This is an optimization exercise on Yosys and OpenROAD, whose aim is small area, not a production implementation.
In this exercise RTL edits were held to simulation tests only and were not proved equivalent to the original.
Power figures rest on the tool's default switching activity, not on a simulated workload.

==> design/flow/design.v <==
`timescale 1ns/1ps
package tcp_pkg;
    typedef struct packed {
        logic       valid;
        logic [7:0] data;
        logic       last;
    } ip_beat_t;
    typedef struct packed {
        logic [15:0] src;
        logic [15:0] dst;
    } tcp_ports_t;
    typedef struct packed {
        logic        req;
        logic        is_wr;
        logic [5:0]  addr;
        logic [31:0] wr_data;
    } cpu_req_t;
    typedef struct packed {
        logic        rd_ack;
        logic        wr_ack;
        logic [31:0] rd_data;
    } cpu_rsp_t;
    typedef enum logic {
        DECAP_HEADER,
        DECAP_PAYLOAD
    } decap_state_e;
    typedef enum logic [2:0] {
        STREAM_IDLE,
        STREAM_RECEIVE,
        STREAM_REQUEST,
        STREAM_SEND_HEADER,
        STREAM_SEND_PAYLOAD
    } stream_state_e;
endpackage
`timescale 1ns/1ps
module tcp_offload (
    input  logic                i_clk,
    input  logic                i_reset,
    input  logic [39:0]         i_cpu_req,
    output logic [33:0]         o_cpu_rsp,
    input  logic [9:0]          i_rx,
    output logic [9:0]          o_tx
);
    logic       rst;
    logic       rx_v, rx_l;
    logic [7:0] rx_d;
    logic       c_req, c_wr;
    logic [5:0] c_addr;
    logic [31:0] c_wd;
    assign rst    = i_reset;
    assign rx_v   = i_rx[9];
    assign rx_d   = i_rx[8:1];
    assign rx_l   = i_rx[0];
    assign c_req  = i_cpu_req[39];
    assign c_wr   = i_cpu_req[38];
    assign c_addr = i_cpu_req[37:32];
    assign c_wd   = i_cpu_req[31:0];
    logic        st_pay_q;
    logic [1:0]  hcnt_q;
    logic        first_q;
    logic [31:0] hdr_q;
    logic        p_v_q, p_l_q, pv_q;
    logic [7:0]  p_d_q;
    always_ff @(posedge i_clk) begin
        if (rst) begin
            st_pay_q <= 1'b0;
            hcnt_q <= 2'd0;
            first_q <= 1'b0;
            p_v_q <= 1'b0;
            pv_q <= 1'b0;
        end else begin
            p_v_q <= st_pay_q & rx_v;
            pv_q <= st_pay_q & rx_v & first_q;
            if (rx_v) begin
                if (!st_pay_q) begin
                    if (rx_l) begin
                        hcnt_q <= 2'd0;
                    end else if (hcnt_q == 2'd3) begin
                        hcnt_q <= 2'd0;
                        first_q <= 1'b1;
                        st_pay_q <= 1'b1;
                    end else begin
                        hcnt_q <= hcnt_q + 2'd1;
                    end
                end else begin
                    first_q <= 1'b0;
                    if (rx_l) st_pay_q <= 1'b0;
                end
            end
        end
    end
    always_ff @(posedge i_clk) begin
        p_d_q <= rx_d;
        p_l_q <= rx_l;
        if (rx_v && !st_pay_q) hdr_q <= {hdr_q[23:0], rx_d};
    end
    logic [3:0]       s_busy_q;      
    logic [3:0]       s_full_q;      
    logic [3:0]       s_lenm1_q [4];
    logic [15:0]      s_remote_q [4];
    logic [15:0]      port_q [4];
    logic [3:0]       en_q;
    logic [3:0] match, m1;
    logic       found;
    logic [1:0] msel;
    logic       hit_q;
    logic [1:0] sel_q;           
    logic [1:0] cur_sel;
    logic       cur_hit;
    logic       drop_q;
    logic       r_v_q, r_first_q, r_l_q;
    logic [7:0] r_d_q;
    logic [4:0] wp_q;
    always_comb begin
        for (int i = 0; i < 4; i++) begin
            match[i] = en_q[i] & ~s_busy_q[i] & (port_q[i] == hdr_q[15:0]);
        end
        m1[0] = match[0];
        m1[1] = match[1] & ~match[0];
        m1[2] = match[2] & ~match[1] & ~match[0];
        m1[3] = match[3] & ~match[2] & ~match[1] & ~match[0];
        found = |match;
        msel = {~match[0] & ~match[1], ~match[0] & (match[1] | ~match[2])};
    end
    assign cur_hit = pv_q ? found : hit_q;
    assign cur_sel = pv_q ? msel : sel_q;
    always_ff @(posedge i_clk) begin
        if (rst) begin
            hit_q <= 1'b0;
            drop_q <= 1'b0;
            r_v_q <= 1'b0;
        end else begin
            drop_q <= pv_q & ~found;
            r_v_q <= p_v_q & cur_hit;
            if (p_v_q && p_l_q) hit_q <= 1'b0;
            else if (pv_q) hit_q <= found;
        end
    end
    always_ff @(posedge i_clk) begin
        sel_q <= cur_sel;
        r_first_q <= pv_q;
        r_d_q <= p_d_q;
        r_l_q <= p_l_q;
        for (int i = 0; i < 4; i++) begin
            if (pv_q && m1[i]) s_remote_q[i] <= hdr_q[31:16];
        end
    end
    logic [3:0] r_hit;           
    logic       w_en;
    logic [3:0] w_row;
    logic [3:0] last_row;
    logic [7:0] mem [64];
    always_comb begin
        for (int i = 0; i < 4; i++) r_hit[i] = r_v_q & (sel_q == 2'(i));
    end
    assign w_en = r_v_q & (r_first_q | ~wp_q[4]);
    assign w_row = r_first_q ? 4'd0 : wp_q[3:0];
    assign last_row = r_first_q ? 4'd0 : (wp_q[3:0] | {4{wp_q[4]}});
    always_ff @(posedge i_clk) begin
        if (r_v_q) begin
            if (r_first_q) wp_q <= 5'd1;
            else if (!wp_q[4]) wp_q <= wp_q + 5'd1;
        end
        for (int i = 0; i < 4; i++) begin
            if (r_hit[i] && r_l_q) s_lenm1_q[i] <= last_row;
        end
        if (w_en) mem[{sel_q, w_row}] <= r_d_q;
    end
    logic       g_q;
    logic [1:0] ptr_q;
    logic [4:0] idx_q;           
    logic       pick_found;
    logic [1:0] pick;
    logic       done;
    logic [3:0] done_s;
    logic [7:0] hbyte;
    logic [7:0] tbyte;
    logic       tv_q, tl_q;
    logic [7:0] td_q;
    always_comb begin
        pick_found = 1'b0;
        pick = ptr_q;
        for (int k = 4; k >= 1; k--) begin
            if (s_full_q[2'(ptr_q + 2'(k))]) begin
                pick_found = 1'b1;
                pick = 2'(ptr_q + 2'(k));
            end
        end
    end
    assign done = g_q & ~idx_q[4] & (idx_q[3:0] == s_lenm1_q[ptr_q]);
    always_comb begin
        for (int i = 0; i < 4; i++) done_s[i] = done & (ptr_q == 2'(i));
    end
    always_comb begin
        case (idx_q[1:0])
            2'd0: hbyte = port_q[ptr_q][15:8];
            2'd1: hbyte = port_q[ptr_q][7:0];
            2'd2: hbyte = s_remote_q[ptr_q][15:8];
            default: hbyte = s_remote_q[ptr_q][7:0];
        endcase
        tbyte = idx_q[4] ? hbyte : mem[{ptr_q, idx_q[3:0]}];
    end
    always_ff @(posedge i_clk) begin
        if (rst) begin
            g_q <= 1'b0;
            ptr_q <= 2'd0;
            tv_q <= 1'b0;
            tl_q <= 1'b0;
            s_busy_q <= 4'd0;
            s_full_q <= 4'd0;
        end else begin
            tv_q <= g_q & ~(idx_q[4] & ~idx_q[2]);
            tl_q <= done;
            if (g_q) begin
                if (done) g_q <= 1'b0;
            end else if (pick_found) begin
                g_q <= 1'b1;
                ptr_q <= pick;
            end
            for (int i = 0; i < 4; i++) begin
                if (r_hit[i]) begin
                    s_busy_q[i] <= 1'b1;
                    if (r_l_q) s_full_q[i] <= 1'b1;
                end else if (done_s[i]) begin
                    s_busy_q[i] <= 1'b0;
                    s_full_q[i] <= 1'b0;
                end
            end
        end
    end
    always_ff @(posedge i_clk) begin
        idx_q <= g_q ? idx_q + 5'd1 : 5'd27;
        td_q <= tbyte;
    end
    assign o_tx = {tv_q, td_q & {8{tv_q}}, tl_q};
    logic        wr_en, rd_en;
    logic [31:0] wdr;
    logic        rda_q, wra_q;
    logic [5:0]  aq;
    logic        acc_v_q, a2_v_q, d2_q;
    logic [1:0]  acc_s_q, a2_s_q;
    logic [31:0] cnt_q [4];
    logic [31:0] dcnt_q;
    logic [31:0] rdata;
    assign wr_en = c_req & c_wr;
    assign rd_en = c_req & ~c_wr;
    assign wdr = c_wd & {32{~rst}};
    always_ff @(posedge i_clk) begin
        for (int i = 0; i < 4; i++) begin
            if (rst || (wr_en && c_addr == 6'(i))) port_q[i] <= wdr[15:0];
            if (rst || (wr_en && c_addr == 6'(8 + i))) cnt_q[i] <= wdr;
            else cnt_q[i] <= cnt_q[i] + 32'(a2_v_q && a2_s_q == 2'(i));
        end
        if (rst || (wr_en && c_addr == 6'd4)) en_q <= wdr[3:0];
        if (rst || (wr_en && c_addr == 6'd12)) dcnt_q <= wdr;
        else dcnt_q <= dcnt_q + 32'(d2_q);
    end
    always_ff @(posedge i_clk) begin
        if (rst) begin
            rda_q <= 1'b0;
            wra_q <= 1'b0;
            acc_v_q <= 1'b0;
            a2_v_q <= 1'b0;
            d2_q <= 1'b0;
        end else begin
            rda_q <= rd_en;
            wra_q <= wr_en;
            acc_v_q <= r_v_q & r_l_q;
            a2_v_q <= acc_v_q & ~(wr_en && c_addr == {4'b0010, acc_s_q});
            d2_q <= drop_q & ~(wr_en && c_addr == 6'd12);
        end
    end
    always_ff @(posedge i_clk) begin
        aq <= c_addr;
        acc_s_q <= sel_q;
        a2_s_q <= acc_s_q;
    end
    always_comb begin
        rdata = 32'd0;
        case (aq)
            6'd0: rdata = {16'd0, port_q[0]};
            6'd1: rdata = {16'd0, port_q[1]};
            6'd2: rdata = {16'd0, port_q[2]};
            6'd3: rdata = {16'd0, port_q[3]};
            6'd4: rdata = {28'd0, en_q};
            6'd8: rdata = cnt_q[0];
            6'd9: rdata = cnt_q[1];
            6'd10: rdata = cnt_q[2];
            6'd11: rdata = cnt_q[3];
            6'd12: rdata = dcnt_q;
            default: rdata = 32'd0;
        endcase
    end
    assign o_cpu_rsp = {rda_q, wra_q, rdata & {32{rda_q}}};
endmodule
==> design/flow/run.sh <==
#!/bin/bash
# synth_recipe.tcl (not shown) runs the flow's synth.tcl, then flattens the netlist and writes it again
# the make line also repeats each setting of config.mk as NAME=value (left out here)
make -C /OpenROAD-flow-scripts/flow DESIGN_CONFIG=/design/flow/config.mk WORK_HOME=/design/flow/orfs CLKGATE_MAP_FILE= SYNTH_SCRIPT=/design/flow/synth_recipe.tcl finish
==> design/flow/config.mk <==
export PLATFORM = sky130hd
export DESIGN_NAME = tcp_offload
export DESIGN_NICKNAME = tcp_offload
export VERILOG_FILES = /design/flow/design.v
export SDC_FILE = /design/flow/constraint.sdc
export NUM_CORES = 4
export LEC_CHECK = 0
export CAP_MARGIN = 20
export CORE_MARGIN = 2
export CORE_UTILIZATION = 40
export CTS_BUF_LIST = sky130_fd_sc_hd__clkbuf_2 sky130_fd_sc_hd__clkbuf_4
export SLEW_MARGIN = 20
==> design/flow/constraint.sdc <==
create_clock -name core_clock -period 5.0 [get_ports {i_clk}]
set_input_delay 1.0000 -clock core_clock [delete_from_list [all_inputs] [get_ports {i_clk}]]
set_output_delay 1.0000 -clock core_clock [all_outputs]
set_load 0.01 [all_outputs]
==> results.yml, run 1 <==
place:
  gp_congestion: 0.956
  io_buffer_count: 95
  dpl.hpwl_um: 75500
  placed_cell_area_sq_mm: 0.0419
min_path:
  hold_depth: 0
  hold_start: "p_d_q[2]$_DFF_P_"
  hold_path_class: "flip-flop to flip-flop"
  holdPathEnd: "r_d_q[2]$_DFF_P_"
worst_setup_path:
  cpMaxStageDelayCell: "dfxtp_2"
  cp_max_fo: 24
  reg2reg_to: "td_q[6]$_DFF_P_"
  arrival_ns: 3.83
  r2r_start: "ptr_q[1]$_SDFFE_PP0P_"
  cp-start-kind: "flip-flop"
  path_class: "flip-flop to output port"
  cp_cell_sequence: "nor2b_1, buf_4, and2_1, a22oi_1, a31oi_1, clkdlybuf4s50_1"
  required_ns: 4.00
  max_stage_delay_ns: 0.70
  worst_setup_path_end_kind: "output port"
  r2r_setup_slack_ns: 1.20
  ff2ff_path_depth: 8
cts:
  cts_tree: "done"
  numClockSinks: 928
  clock_path_buffers: 3
  cts_setup_buffers: 0
  htreeDepth: 4
  numCtsBuffers: 230
  clkTransAtPathRegs_ns: 0.07
  cts_root_buf: "clkbuf_4"
  postCtsHoldBufs: 0
  clk_latency_ns: 1.17
sta:
  max_freq_ghz: 0.207
  finalCritPeriodShare: 0.967
  slew_viol_final: 0
  period_needed_ns: 4.83
  setup_viol: 0
  rsz0062_at_grt: "no"
  tns_ns: 0
  tightest_slew_ns: 1.05
  slew_headroom: 0.296
  skew_ns: 0.0845
  hold_viol: 0
power_and_ir_drop:
  ir_drop_v: 0.000235
  power_density_mw_per_mm2: 360
  report.power.total_uw: 16100
  leakage_uw: 0.0149
logic_synthesis:
  synth.area.mux_share: 0.0905
  synth_xor_area_frac: 0.0488
  synth_top_area_cell: "edfxtp_1"
  synth-compound-area-share: 0.0912
  ys_warn_count: 5
  syn_nets: 2939
  synth_cells: 2866
  synth_top_family_by_area: "simple AND/OR/NAND/NOR gates"
  async_reset_ff_frac: 0
  synth_fa_ha_area_frac: 0.00663
  synth_area_leaders: "edfxtp_1 53%, dfxtp_1 12%, mux4_2 6.3%"
  seq_area_frac_synth: 0.645
  synth_area_sq_mm: 0.0396
  synthDistinctLibCells: 74
  yosys.area_share.simple: 0.0947
  synth_flop_cell: "edfxtp_1"
  synth_top_area_share: 0.529
  ys_ff_latch: 928
  syn_avg_cell_area_sq_um: 13.8
  synth-edff-count: 699
global_routing:
  track_usage: 0.222
  grt_pass1_wl_um: 169000
  grt_overflow: 0
  grt_max_degree: 101
  antenna_found_initial: 5
  grt_pass1_vias: 26400
drt:
  drt-initial-drc-count: 3020
  viasPerCell: 5.83
  dr.pass1.iters: 8
  ant_nets: 0
  route.detailed.drc: 0
  wl_per_cell_um: 25.1
  via_count: 26500
  wirelength_um: 114000
layout:
  area_growth_pct: 13.2
  final_nets: 3156
  multi_input_area_sq_mm: 0.0132
  final_common_cell: "edfxtp_1"
  layout_common_cells: "699 x edfxtp_1, 336 x clkbuf_4, 316 x nor2_1"
  register_area_sq_mm: 0.0256
  drive_gt1_frac: 0.174
  final_area_sq_mm: 0.0449
  n_fill_cell: 8752
die:
  coreArea_sq_mm: 0.0983
  fp.dieH_um: 319
  start_util: 0.403
  row_count: 115
  die_w_um: 319
  design.die.area_sq_mm: 0.102
  io_pins: 96
flow_run:
  cap_viol_max_count: 0
run_status:
  outcome: "finished clean"
==> per-stage QoR <==
stage | hold WS (ns) | instances | setup slack, ns | util
finish | 0.291 | 4553 | 0.167 | 0.457
global route | 0.288 | 4549 | 0.00597 | 0.457
CTS | 0.262 | 4545 | 0.0110 | 0.456
detailed placement | 0.315 | 4138 | 1.17 | 0.427
global placement | 0.313 | 4138 | 1.17 | 0.427
floorplan | 0.310 | 2866 | 1.45 | -
==> critical path, delay by kind of cell, from the launching register on <==
kind                   cells  cell delay [ns]
AO/OA/AOI/OAI              2             0.47
buffers and inverters      2             0.84
flip-flops                 1             0.70
AND/OR/NAND/NOR            2             0.69
==> logic make-up (layout without fill, tap and decap cells) <==
logic type               Yosys count  count (layout)
AND/OR/NAND/NOR                  782             782
adder cells (fa/ha/maj)           21              21
other                              0               8
flip-flops                       928             928
AO/OA/AOI/OAI                    491             491
XOR/XNOR                         221             221
buffers and inverters            204             596
multiplexers                     219             219
==> per-layer routing <==
| metal | global-route usage | wire length [um] |
|---|---|---|
| met1 | 0.307 | 48400 |
| met2 | 0.343 | 52600 |
| met3 | 0.0465 | 9420 |
| met4 | 0.0909 | 3920 |
| met5 | 0 | 9 |
==> synth_stat cells, drive strengths merged (5+ instances only) <==
cell type  count
edfxtp       699
nor2         321
dfxtp        229
a211oi       153
nand2        151
xor2         128
mux4         111
mux2i        102
clkbuf       100
xnor2         93
nand3         67
buf           59
a22oi         56
a21oi         48
a222oi        45
nand4         43
inv           41
o21ai         39
o22ai         39
nor2b         36
nor3          35
a221oi        23
a31oi         23
and2          23
ha            21
nor4          20
and3          19
a22o          16
a311oi        14
and4          14
nand2b        13
nor3b         11
a2111oi       10
or3            7
mux2           6
a2bb2oi        5
==> final cells by class <==
class                   count  area share
well taps                1287      0.0359
diodes                      8    0.000446
multi-input cells        1734       0.294
clock buffers             336      0.0562
flip-flops and latches    928       0.570
repair buffers            145      0.0302
clock inverters            71     0.00878
inverters                  44     0.00368
==> timing repair <==
| item | 4_1_cts | 5_1_grt |
|---|---|---|
| pin swaps | 0 | 0 |
| gates resized for setup | 1 | 4 |
| endpoints found under the setup margin | 6 | 8 |
==> flip-flops by register name, summed over array words and instances, names as in the netlist, 2 cells and up <==
signal	flops
wp_q	5
en_q	4
ptr_q	2
hdr_q	32
td_q	8
r_d_q	8
a2_s_q	2
s_remote_q	64
s_full_q	4
acc_s_q	2
port_q	64
dcnt_q	32
s_lenm1_q	16
aq	6
sel_q	2
mem	512
hcnt_q	2
idx_q	5
p_d_q	8
s_busy_q	4
cnt_q	128
==> power by group <==
group          total [uW]  internal [uW]  switching (uW)
Combinational        1290            438             852
Sequential           8560           8400             161
Clock                6300           3230            3070
==> how the worst max path moves through the flow <==
stage | slack [ns] | from | cells after the start | to
5_1_grt | 0.006 | aq[1]$_DFF_P_ | 6 | o_cpu_rsp[15]
6_report | 0.17 | aq[1]$_DFF_P_ | 6 | o_cpu_rsp[15]
2_1_floorplan | 1.45 | hdr_q[5]$_DFFE_PP_ | 6 | s_remote_q[3][0]$_DFFE_PP_
3_3_place_gp | 1.17 | aq[3]$_DFF_P_ | 7 | o_cpu_rsp[7]
4_1_cts | 0.01 | aq[0]$_DFF_P_ | 7 | o_cpu_rsp[7]
3_5_place_dp | 1.17 | aq[3]$_DFF_P_ | 5 | o_cpu_rsp[15]
==> run 2, diff against run 1 <==
--- a/design/flow/config.mk
+++ b/design/flow/config.mk
@@ -9,4 +9,3 @@
 export CORE_MARGIN = 2
 export CORE_UTILIZATION = 40
-export CTS_BUF_LIST = sky130_fd_sc_hd__clkbuf_2 sky130_fd_sc_hd__clkbuf_4
 export SLEW_MARGIN = 20
==> run 2 against run 1 <==
Net effect:
- still clean on timing, DRC and antenna
- cell count decreased by 5.2%
- critical path depth shrank 1
- non-clock buffer count unchanged
- clock skew fell by 0.049 ns
- maximum frequency is 3.8% higher
==> results.yml, run 2 <==
cts:
  cts_resized: 0
  clkTransAtPathRegs_ns: 0.06
  clock_path_buffers: 3
  htreeDepth: 3
  numCtsBuffers: 96
  cts_root_buf: "clkbuf_16"
  numClockSinks: 928
  cts_tree: "done"
  cts_setup_buffers: 0
  postCtsHoldBufs: 0
  clk_latency_ns: 0.68
power_and_ir_drop:
  switchingPower_uw: 4060
  seq_power_share: 0.504
  p_comb_frac: 0.076
  power_density_mw_per_mm2: 377
  leakage_uw: 0.0147
  intPower_uw: 12900
  switching_share: 0.239
  p_clk_frac: 0.420
  ir_drop_v: 0.000235
layout:
  final_core_util: 0.459
  final_common_cell: "edfxtp_1"
  n_fill_cell: 8569
  reg_top3: "mem (512), cnt_q (128)"
  final_nets: 3022
  final_area_sq_mm: 0.0451
  layout_common_cells: "699 x edfxtp_1, 318 x nor2_1, 216 x dfxtp_1"
  largest_reg_flops: 512
  register_area_sq_mm: 0.0256
  drive_gt1_frac: 0.117
  multi_input_area_sq_mm: 0.0132
  top_register: "mem"
  area_growth_pct: 13.8
logic_synthesis:
  synth_commonest_cells: "699 x edfxtp_1, 320 x nor2_1, 229 x dfxtp_1, 151 x a211oi_1, 150 x nand2_1"
  synth_flop_cell: "edfxtp_1"
  syn_avg_cell_area_sq_um: 13.8
  async_reset_ff_frac: 0
  seq_area_frac_synth: 0.645
  ys_warn_count: 5
  synth_cells: 2866
  ys_ff_latch: 928
  synth_top_area_cell: "edfxtp_1"
  synth_area_leaders: "edfxtp_1 53%, dfxtp_1 12%, mux4_2 6.3%"
  synth_area_sq_mm: 0.0396
  synth-edff-count: 699
  synthDistinctLibCells: 74
  syn_nets: 2939
  synth_top_area_share: 0.529
  yosysMostFrequentCell: "edfxtp_1"
sta:
  finalCritPeriodShare: 0.931
  slew_headroom: 0.276
  tns_ns: 0
  hold_viol: 0
  period_needed_ns: 4.66
  setup_ws_ns: 0.344
  tightest_slew_ns: 1.08
  rsz0062_at_grt: "no"
  skew_ns: 0.0353
  setup_viol: 0
  max_freq_ghz: 0.215
  slew_viol_final: 0
flow_run:
  cap_viol_max_count: 0
drt:
  drt-initial-drc-count: 3274
  wl_per_cell_um: 26.2
  ant_nets: 0
  wirelength_um: 113000
  route.detailed.drc: 0
  viasPerCell: 5.95
  via_count: 25700
  dr.pass1.iters: 7
die:
  fp.dieH_um: 319
  start_util: 0.403
  row_count: 115
  design.die.area_sq_mm: 0.102
  io_pins: 96
  die_w_um: 319
  coreArea_sq_mm: 0.0983
worst_setup_path:
  ff2ff_path_depth: 8
  cp-start-kind: "flip-flop"
  r2r_setup_slack_ns: 1.27
  reg2reg_to: "td_q[6]$_DFF_P_"
  required_ns: 4.00
  endpoint: "o_cpu_rsp[15]"
  cp_max_fo: 13
  timing.critical_path.from: "aq[3]$_DFF_P_"
  worst_setup_path_end_kind: "output port"
  arrival_ns: 3.66
  path_class: "flip-flop to output port"
  r2r_start: "ptr_q[1]$_SDFFE_PP0P_"
global_routing:
  antenna_found_initial: 2
  grt_pass1_vias: 25200
  grt_overflow: 0
  grt_pass1_wl_um: 167000
  grt_max_degree: 101
  track_usage: 0.219
place:
  dpl.hpwl_um: 75500
  gp_congestion: 0.956
  io_buffer_count: 95
  place_ws_ns: 1.17
  placed_cell_area_sq_mm: 0.0419
min_path:
  hold_path_class: "flip-flop to flip-flop"
run_status:
  outcome: "finished clean"
==> run 2: cell counts after synthesis <==
Identical to the previous run, type by type.
==> run 2: how the worst min path moves through the flow <==
stage / start / endpoint / slack [ns] / depth (start not counted)
3_5_place_dp: p_d_q[5]$_DFF_P_ / r_d_q[5]$_DFF_P_ / 0.31 / 0
6_report: p_d_q[3]$_DFF_P_ / r_d_q[3]$_DFF_P_ / 0.33 / 0
5_1_grt: p_d_q[3]$_DFF_P_ / r_d_q[3]$_DFF_P_ / 0.33 / 0
2_1_floorplan: p_d_q[0]$_DFF_P_ / r_d_q[0]$_DFF_P_ / 0.31 / 0
4_1_cts: p_d_q[3]$_DFF_P_ / r_d_q[3]$_DFF_P_ / 0.33 / 0
3_3_place_gp: p_d_q[0]$_DFF_P_ / r_d_q[0]$_DFF_P_ / 0.31 / 0
==> run 2: per-stage QoR <==
| stage | hold slack [ns] | total power, uW | instances |
|---|---|---|---|
| final | 0.328 | 17000 | 4316 |
| after CTS | 0.328 | 17100 | 4315 |
| after detailed placement | 0.315 | 9980 | 4138 |
| after global placement | 0.313 | 9950 | 4138 |
| after floorplan | 0.310 | 9400 | 2866 |
| after global routing | 0.329 | 17500 | 4315 |
==> run 2: routing by layer <==
metal  track usage  share of wire  vias up
met4        0.0779          0.035        4
li1              -              -    11300
met1         0.312           0.43    13000
met2         0.340           0.46     1194
met3        0.0345          0.078      217
met5             0        0.00020        -
==> run 2: power groups by stage <==
| stage | clock network, uW | logic (uW) | registers, uW |
|---|---|---|---|
| after floorplan | 0 | 739 | 8660 |
| after global placement | 0 | 1240 | 8710 |
| after detailed placement | 0 | 1260 | 8710 |
| after CTS | 7240 | 1270 | 8550 |
| after global routing | 7530 | 1350 | 8570 |
| final | 7140 | 1290 | 8560 |
==> run 2: cell type report <==
cell class,instances,share of cell area
Inverter,44,0.00366
Multi-Input combinational cell,1734,0.293
Timing Repair Buffer,145,0.0300
Sequential cell,928,0.568
Antenna cell,1,0.0000555
Clock inverter,48,0.0117
Clock buffer,129,0.0585
Tap cell,1287,0.0357
==> run 2: logic make-up (layout without fill, tap and decap cells) <==
group,count (synthesis),count (layout),synth area share
adders and majority gates,21,21,0.00663
buffers and inverters,204,366,0.0230
muxes,219,219,0.0905
DFF,928,928,0.645
xor gates and xnor gates,221,221,0.0488
AOI/OAI and AO/OA,491,491,0.0912
and+or+nand+nor,782,782,0.0947
other,0,1,0
==> run 2: worst max-delay path: stages (launching register included) <==
cell,delay (ns)
dfxtp_1,0.43
or4_1,0.60
nor2_1,0.73
a22oi_1,0.23
a31oi_1,0.37
clkdlybuf4s50_1,0.62

## port drivers added, routing unchanged
No port has a modelled driver above. Below, the same layouts with a new extraction and two added sets of constraints. Step 1, drivers: a clkbuf_16 drives i_clk and a buf_2 each remaining input, both assumed. Step 2 times the ports against the registers' clock, not the clock port: input delays grow and output delays shrink by t, the midpoint of the rising clock arrivals with the driver on. Slacks: ideal ports / drivers / drivers and shift; pairs: ideal ports / drivers.
run | t (ns) | setup slack, ns | worst setup path at the end
run 1 | 1.185 | 0.167 / 0.105 / 1.201 | register to register
run 2 | 0.724 | 0.344 / 0.286 / 1.010 | register to output
After both steps every run listed still meets setup and hold.
